Background: an optimization exercise with open tools, aiming at small area, a short achievable clock period and few clock cycles. Do not read the settings as production practice.
Only simulation tests tie the RTL to the original design; equivalence was not proved.

### flow/constraint.sdc
create_clock -name core_clock -period 9.0 [get_ports {clk}]
set_input_delay 1.8000 -clock core_clock [delete_from_list [all_inputs] [get_ports {clk}]]
set_output_delay 1.8000 -clock core_clock [all_outputs]
set_load 0.01 [all_outputs]
### flow/config.mk
export PLATFORM = sky130hd
export DESIGN_NAME = sa_tile
export DESIGN_NICKNAME = sa_tile
export VERILOG_FILES = /design/flow/design.v
export SDC_FILE = /design/flow/constraint.sdc
export NUM_CORES = 4
export LEC_CHECK = 0
export CAP_MARGIN = 20
export CORE_MARGIN = 2
export CORE_UTILIZATION = 40
export SLEW_MARGIN = 20
### flow/design.v
package sa_pkg;
    typedef enum logic [1:0] {
        IDLE  = 2'd0,
        FEED  = 2'd1,
        FLUSH = 2'd2,
        DRAIN = 2'd3
    } sa_state_t;
    localparam int DEF_WIDTH = 8;
    localparam int DEF_ACC   = 32;
    localparam int DEF_N     = 4;
    localparam int DEF_KW    = 16;
endpackage
module sa_pe_clr #(
    parameter int WIDTH = 8,
    parameter int ACC   = 32
) (
    input  logic             clk,
    input  logic             rst_n,
    input  logic             en,
    input  logic             clr,
    input  logic [WIDTH-1:0] a_in,
    input  logic [WIDTH-1:0] b_in,
    output logic [WIDTH-1:0] a_out,
    output logic [WIDTH-1:0] b_out,
    output logic [ACC-1:0]   acc
);
    logic signed [2*WIDTH-1:0] prod;
    logic signed [ACC-1:0]     prod_ext;
    assign prod     = $signed(a_in) * $signed(b_in);
    assign prod_ext = ACC'(prod);
    always_ff @(posedge clk or negedge rst_n) begin
        if (!rst_n) begin
            acc   <= '0;
            a_out <= '0;
            b_out <= '0;
        end else if (clr) begin
            acc   <= '0;
            a_out <= '0;
            b_out <= '0;
        end else if (en) begin
            acc   <= acc + prod_ext;
            a_out <= a_in;
            b_out <= b_in;
        end
    end
endmodule
module sa_tile #(
    parameter int WIDTH = sa_pkg::DEF_WIDTH,
    parameter int ACC   = sa_pkg::DEF_ACC,
    parameter int N     = sa_pkg::DEF_N,
    parameter int KW    = sa_pkg::DEF_KW,
    parameter int ROWW  = (N <= 2) ? 1 : $clog2(N)
) (
    input  logic                 clk,
    input  logic                 rst_n,
    input  logic                 start,
    input  logic [KW-1:0]        k_len,
    input  logic                 in_valid,
    output logic                 in_ready,
    input  logic [N*WIDTH-1:0]   a_in,
    input  logic [N*WIDTH-1:0]   b_in,
    output logic                 out_valid,
    input  logic                 out_ready,
    output logic [ROWW-1:0]      out_row,
    output logic [N*ACC-1:0]     out_data,
    output logic                 busy,
    output logic                 done
);
    localparam int FLUSH_LEN = 2 * N - 2;
    localparam int FW        = $clog2(FLUSH_LEN + 1);
    sa_pkg::sa_state_t       state, state_nx;
    logic [KW-1:0]   k_reg;
    logic [KW-1:0]   beat_cnt;
    logic [FW-1:0]   flush_cnt;
    logic [ROWW-1:0] row_cnt;
    logic            en;
    logic            clr;
    logic            job_go;
    logic            last_row_take;
    assign job_go        = (state == sa_pkg::IDLE) && start && (k_len != '0);
    assign last_row_take = (state == sa_pkg::DRAIN) && out_ready &&
                           (row_cnt == ROWW'(N - 1));
    always_ff @(posedge clk or negedge rst_n) begin
        if (!rst_n) begin
            state <= sa_pkg::IDLE;
        end else begin
            state <= state_nx;
        end
    end
    always_comb begin
        state_nx = state;
        en       = 1'b0;
        clr      = 1'b0;
        case (state)
            sa_pkg::IDLE: begin
                if (job_go) begin
                    clr      = 1'b1;
                    state_nx = sa_pkg::FEED;
                end
            end
            sa_pkg::FEED: begin
                en = in_valid && in_ready;
                if (en && (beat_cnt == k_reg - 1'b1)) begin
                    state_nx = sa_pkg::FLUSH;
                end
            end
            sa_pkg::FLUSH: begin
                en = 1'b1;
                if (flush_cnt == FW'(FLUSH_LEN - 1)) begin
                    state_nx = sa_pkg::DRAIN;
                end
            end
            sa_pkg::DRAIN: begin
                if (last_row_take) begin
                    state_nx = sa_pkg::IDLE;
                end
            end
            default: state_nx = sa_pkg::IDLE;
        endcase
    end
    always_ff @(posedge clk or negedge rst_n) begin
        if (!rst_n) begin
            k_reg     <= '0;
            beat_cnt  <= '0;
            flush_cnt <= '0;
            row_cnt   <= '0;
            done  <= 1'b0;
        end else begin
            done <= last_row_take;
            case (state)
                sa_pkg::IDLE: begin
                    if (job_go) begin
                        k_reg     <= k_len;
                        beat_cnt  <= '0;
                        flush_cnt <= '0;
                        row_cnt   <= '0;
                    end
                end
                sa_pkg::FEED:  if (en) beat_cnt <= beat_cnt + 1'b1;
                sa_pkg::FLUSH: flush_cnt <= flush_cnt + 1'b1;
                sa_pkg::DRAIN: begin
                    if (out_ready) begin
                        row_cnt <= last_row_take ? '0 : row_cnt + 1'b1;
                    end
                end
                default: ;
            endcase
        end
    end
    logic [WIDTH-1:0] a_src  [N];
    logic [WIDTH-1:0] b_src  [N];
    logic [WIDTH-1:0] a_edge [N];
    logic [WIDTH-1:0] b_edge [N];
    always_comb begin
        for (int i = 0; i < N; i++) begin
            a_src[i] = (state == sa_pkg::FEED) ? a_in[i*WIDTH +: WIDTH] : '0;
            b_src[i] = (state == sa_pkg::FEED) ? b_in[i*WIDTH +: WIDTH] : '0;
        end
    end
    for (genvar gi = 0; gi < N; gi++) begin : g_skew
        if (gi == 0) begin : g_direct
            assign a_edge[gi] = a_src[gi];
            assign b_edge[gi] = b_src[gi];
        end else begin : g_pipe
            logic [WIDTH-1:0] a_pipe [gi];
            logic [WIDTH-1:0] b_pipe [gi];
            always_ff @(posedge clk or negedge rst_n) begin
                if (!rst_n) begin
                    for (int s = 0; s < gi; s++) begin
                        a_pipe[s] <= '0;
                        b_pipe[s] <= '0;
                    end
                end else if (clr) begin
                    for (int s = 0; s < gi; s++) begin
                        a_pipe[s] <= '0;
                        b_pipe[s] <= '0;
                    end
                end else if (en) begin
                    a_pipe[0] <= a_src[gi];
                    b_pipe[0] <= b_src[gi];
                    for (int s = 1; s < gi; s++) begin
                        a_pipe[s] <= a_pipe[s-1];
                        b_pipe[s] <= b_pipe[s-1];
                    end
                end
            end
            assign a_edge[gi] = a_pipe[gi-1];
            assign b_edge[gi] = b_pipe[gi-1];
        end
    end
    logic [WIDTH-1:0] a_h     [N][N+1];
    logic [WIDTH-1:0] b_v     [N+1][N];
    logic [ACC-1:0]   acc_arr [N][N];
    logic [WIDTH-1:0] a_unused [N];
    logic [WIDTH-1:0] b_unused [N];
    for (genvar gi = 0; gi < N; gi++) begin : g_edges
        assign a_h[gi][0]   = a_edge[gi];
        assign b_v[0][gi]   = b_edge[gi];
        assign a_unused[gi] = a_h[gi][N];
        assign b_unused[gi] = b_v[N][gi];
    end
    for (genvar gi = 0; gi < N; gi++) begin : g_row
        for (genvar gj = 0; gj < N; gj++) begin : g_col
            sa_pe_clr #(.WIDTH(WIDTH), .ACC(ACC)) u_pe (
                .clk   (clk),
                .rst_n (rst_n),
                .en    (en),
                .clr   (clr),
                .a_in  (a_h[gi][gj]),
                .b_in  (b_v[gi][gj]),
                .a_out (a_h[gi][gj+1]),
                .b_out (b_v[gi+1][gj]),
                .acc   (acc_arr[gi][gj])
            );
        end
    end
    assign in_ready  = (state == sa_pkg::FEED);
    assign out_valid = (state == sa_pkg::DRAIN);
    assign busy      = (state != sa_pkg::IDLE);
    assign out_row   = row_cnt;
    always_comb begin
        for (int j = 0; j < N; j++) begin
            out_data[j*ACC +: ACC] = (state == sa_pkg::DRAIN) ? acc_arr[row_cnt][j] : '0;
        end
    end
endmodule
### flow/run.sh
#!/bin/bash
# synth_recipe.tcl (not shown) runs the flow's synth.tcl, then flattens the netlist and writes it again
# the make line also repeats each setting of config.mk as NAME=value (left out here)
make -C /OpenROAD-flow-scripts/flow DESIGN_CONFIG=/design/flow/config.mk WORK_HOME=/design/flow/orfs CLKGATE_MAP_FILE= SYNTH_SCRIPT=/design/flow/synth_recipe.tcl finish
==> results.txt <==
==> per-layer routing <==
| layer | wire, microns | up-vias | GRT usage, % |
|---|---|---|---|
| met5 | 29 | - | 0 |
| met4 | 17600 | 4 | 11.9 |
| met3 | 16700 | 540 | 2.82 |
| met2 | 153000 | 2356 | 42.3 |
| met1 | 134000 | 42200 | 32.4 |
| li1 | - | 39300 | - |
==> path summary, 6_finish.rpt <==
| kind | to | cells past startpoint | slack (ns) |
|---|---|---|---|
| worst max-delay path | g_row[2].g_col[0].u_pe.acc[31] | 29 | 0.81 |
| worst min-delay path | g_skew[3].g_pipe.a_pipe[0][4] | 1 | 0.51 |
| worst max register to register | g_row[2].g_col[0].u_pe.acc[31] | 29 | 0.81 |
| worst min register to register | g_skew[3].g_pipe.a_pipe[0][4] | 1 | 0.51 |
| max in group asynchronous | g_row[3].g_col[3].u_pe.acc[30] | 2 | 6.52 |
| min in group asynchronous | k_reg[11] | 1 | 1.01 |
==> logic make-up after synthesis <==
group	after synthesis	synth area share [%]
xor gates and xnor gates	656	5.78
muxes	47	0.490
adders and majority gates	1871	30.3
AOI/OAI and AO/OA	2805	17.7
and+or+nand+nor	3626	17.4
DFF	840	21.1
buffers and inverters	1892	7.14
==> worst max-delay path, delay by kind of cell (launching register included) <==
kind                     cells  cell delay, ns
flip-flops                   1            0.51
AO/OA/AOI/OAI               16            3.74
AND/OR/NAND/NOR              3            0.40
buffers and inverters        2            0.13
adder cells (fa/ha/maj)      6            2.67
XOR/XNOR                     2            0.60
==> cells in the final DEF (no fill, tap or decap), drive strengths merged, types with 217 or more instances in the layout <==
master and instances:
a21oi 1084, and2 672, a21o 291, inv 1371, dfrtp 840, nand2 1583, xnor2 479, ha 975
clkdlybuf4s50 217, o21ai 421, fa 896, nor2 504
==> through the flow <==
step	utilization [%]	area [sq um]
final	44.0	109000
after global routing	44.0	109000
after CTS	44.0	109000
after detailed placement	42.4	105000
after global placement	42.4	105000
after floorplan	-	99400
==> cell type report <==
cell class,count,area [sq um]
multi-input combinational,9005,71600
sequential,840,21000
clock inverter,61,732
inverter,1368,5130
tap,3330,4170
fill,24300,139000
timing repair buffer,335,3240
clock buffer,147,3180
antenna,5,12.5
==> impl_metrics.yaml <==
run_status:
  status: "finished clean"
min_path:
  min_from: "g_skew[3].g_pipe.a_pipe[0][4]"
  min_path_type: "reg2reg"
logic_synthesis:
  synth_area_leaders: "dfrtp_1 (21%), fa_1 (18%), ha_1 (12%)"
  yosys_warnings: 31
  ys_types: 84
  synth_top_flop_cell: "dfrtp_1"
  synth.cell_area_sq_um: 99400
  synth_top_cell_area_share_pct: 21.1
  syn-mean-instance-area_sq_um: 8.47
  synth_edf_count: 0
  async_reset_ff_share_pct: 100
  synthCells: 11700
  synthTopCellsByCount: "nand2_1 (1583), inv_1 (1367), a21oi_1 (1083)"
  synthMostInstantiatedCell: "nand2_1"
  synth_top_area_cell: "dfrtp_1"
  synth_seq_cells: 840
  ys_seq_area_share_pct: 21.1
  syn-num-nets: 13700
detailed_routing:
  wl_mm: 321
  drt_pass1_iterations: 9
  vias_per_cell: 5.60
  wire_per_inst_microns: 21.2
  vias: 84500
  drtIter0Drc: 6766
  drc: 0
  antenna_left: 0
sta:
  fin_crit_ns: 8.19
  final-hold-violation-count: 0
  finalSetupViolations: 0
  worst_pin_slew_ns: 1.34
  holdWs_ns: 0.508
  slew_headroom_pct: 10.4
  setup-tns-final_ns: 0
  clock.fmax_ghz: 0.122
  post-route-period-util_pct: 91.0
  slew_violations: 0
  fin_worst_skew_ns: 0.0491
  worst_slack_ns: 0.808
  rsz0062_at_grt: "no"
cells_and_area:
  syn2layout_area_growth_pct: 9.74
  final_nets: 13600
  drive_above_1_share_pct: 3.71
  instances_no_fill: 15100
  reg_top3: "g_row.g_col.u_pe.acc (512), g_row.g_col.u_pe.a_out (96), g_row.g_col.u_pe.b_out (96)"
  largest_reg_flops: 512
  largest_register: "g_row.g_col.u_pe.acc"
die:
  core_sq_um: 248000
  io_pins: 219
  start_util_pct: 40.1
  placementRows: 183
  dieWidth_microns: 503
  die_h_microns: 503
  dieArea_sq_um: 253000
run:
  cap_viol_max_count: 0
cts:
  cts_tree: "built"
  clkSinkCount: 840
  holdBufCountCts: 0
  cts_resized: 0
  cts_made_buffers: 110
  clk_latency_ns: 0.80
  clk_pin_slew_ns: 0.06
  clk_path_buf_depth: 3
  cts_root_buffer: "clkbuf_16"
  htreeDepth: 3
  post_cts_buffers: 0
worst_setup_path:
  path_class: "reg2reg"
  cp_slowest_stage_delay_ns: 0.74
  required_ns: 9.65
  crit_top_cell: "a21oi_1"
  end_kind: "flop"
  slowest_stage: "a2111oi_0"
  start_kind: "flop"
  arrival_ns: 8.84
  rr_startpoint: "g_skew[2].g_pipe.a_pipe[1][3]"
  cp-startpoint: "g_skew[2].g_pipe.a_pipe[1][3]"
  cp_max_fo: 10
global_routing:
  grt_pass1_vias: 85100
  grt_pass1_wl_mm: 498
  grt_overflow: 0
  grt_max_degree: 154
  antenna_found_initial: 17
  grt_usage_pct: 25.2
place:
  dp_cells: 14900
  gp_congestion: 0.928
  dp_hpwl_mm: 244
  io_buffers: 218
  dp_slack_ns: 0.0608
Testbench counts, summed over its fixed seeds: cycles 19,407.

[afterwards: timing with drivers on the ports]
No port has a modelled driver above. Below, the same layout with a new extraction and two added sets of constraints.
Step 1, drivers: a clkbuf_16 drives clk and a buf_2 each remaining input, both assumed.
Step 2 adds t to the input delays and takes it off the output delays; t is the mean of the earliest and latest rising clock arrival at the registers after step 1. Input paths then give back, and output paths get back, about the clock's delay inside the block.
Slacks: ideal / step 1 / step 2; pairs: ideal / step 1.
shift t [ns]: 0.877
setup slack, ns: 0.808 / 0.808 / 0.013
worst data-port slew with drivers (ns): 0.12
After both steps this run still meets setup and hold. The setup slack of this run moves by 0.000 ns with the drivers and by -0.795 ns with both steps.
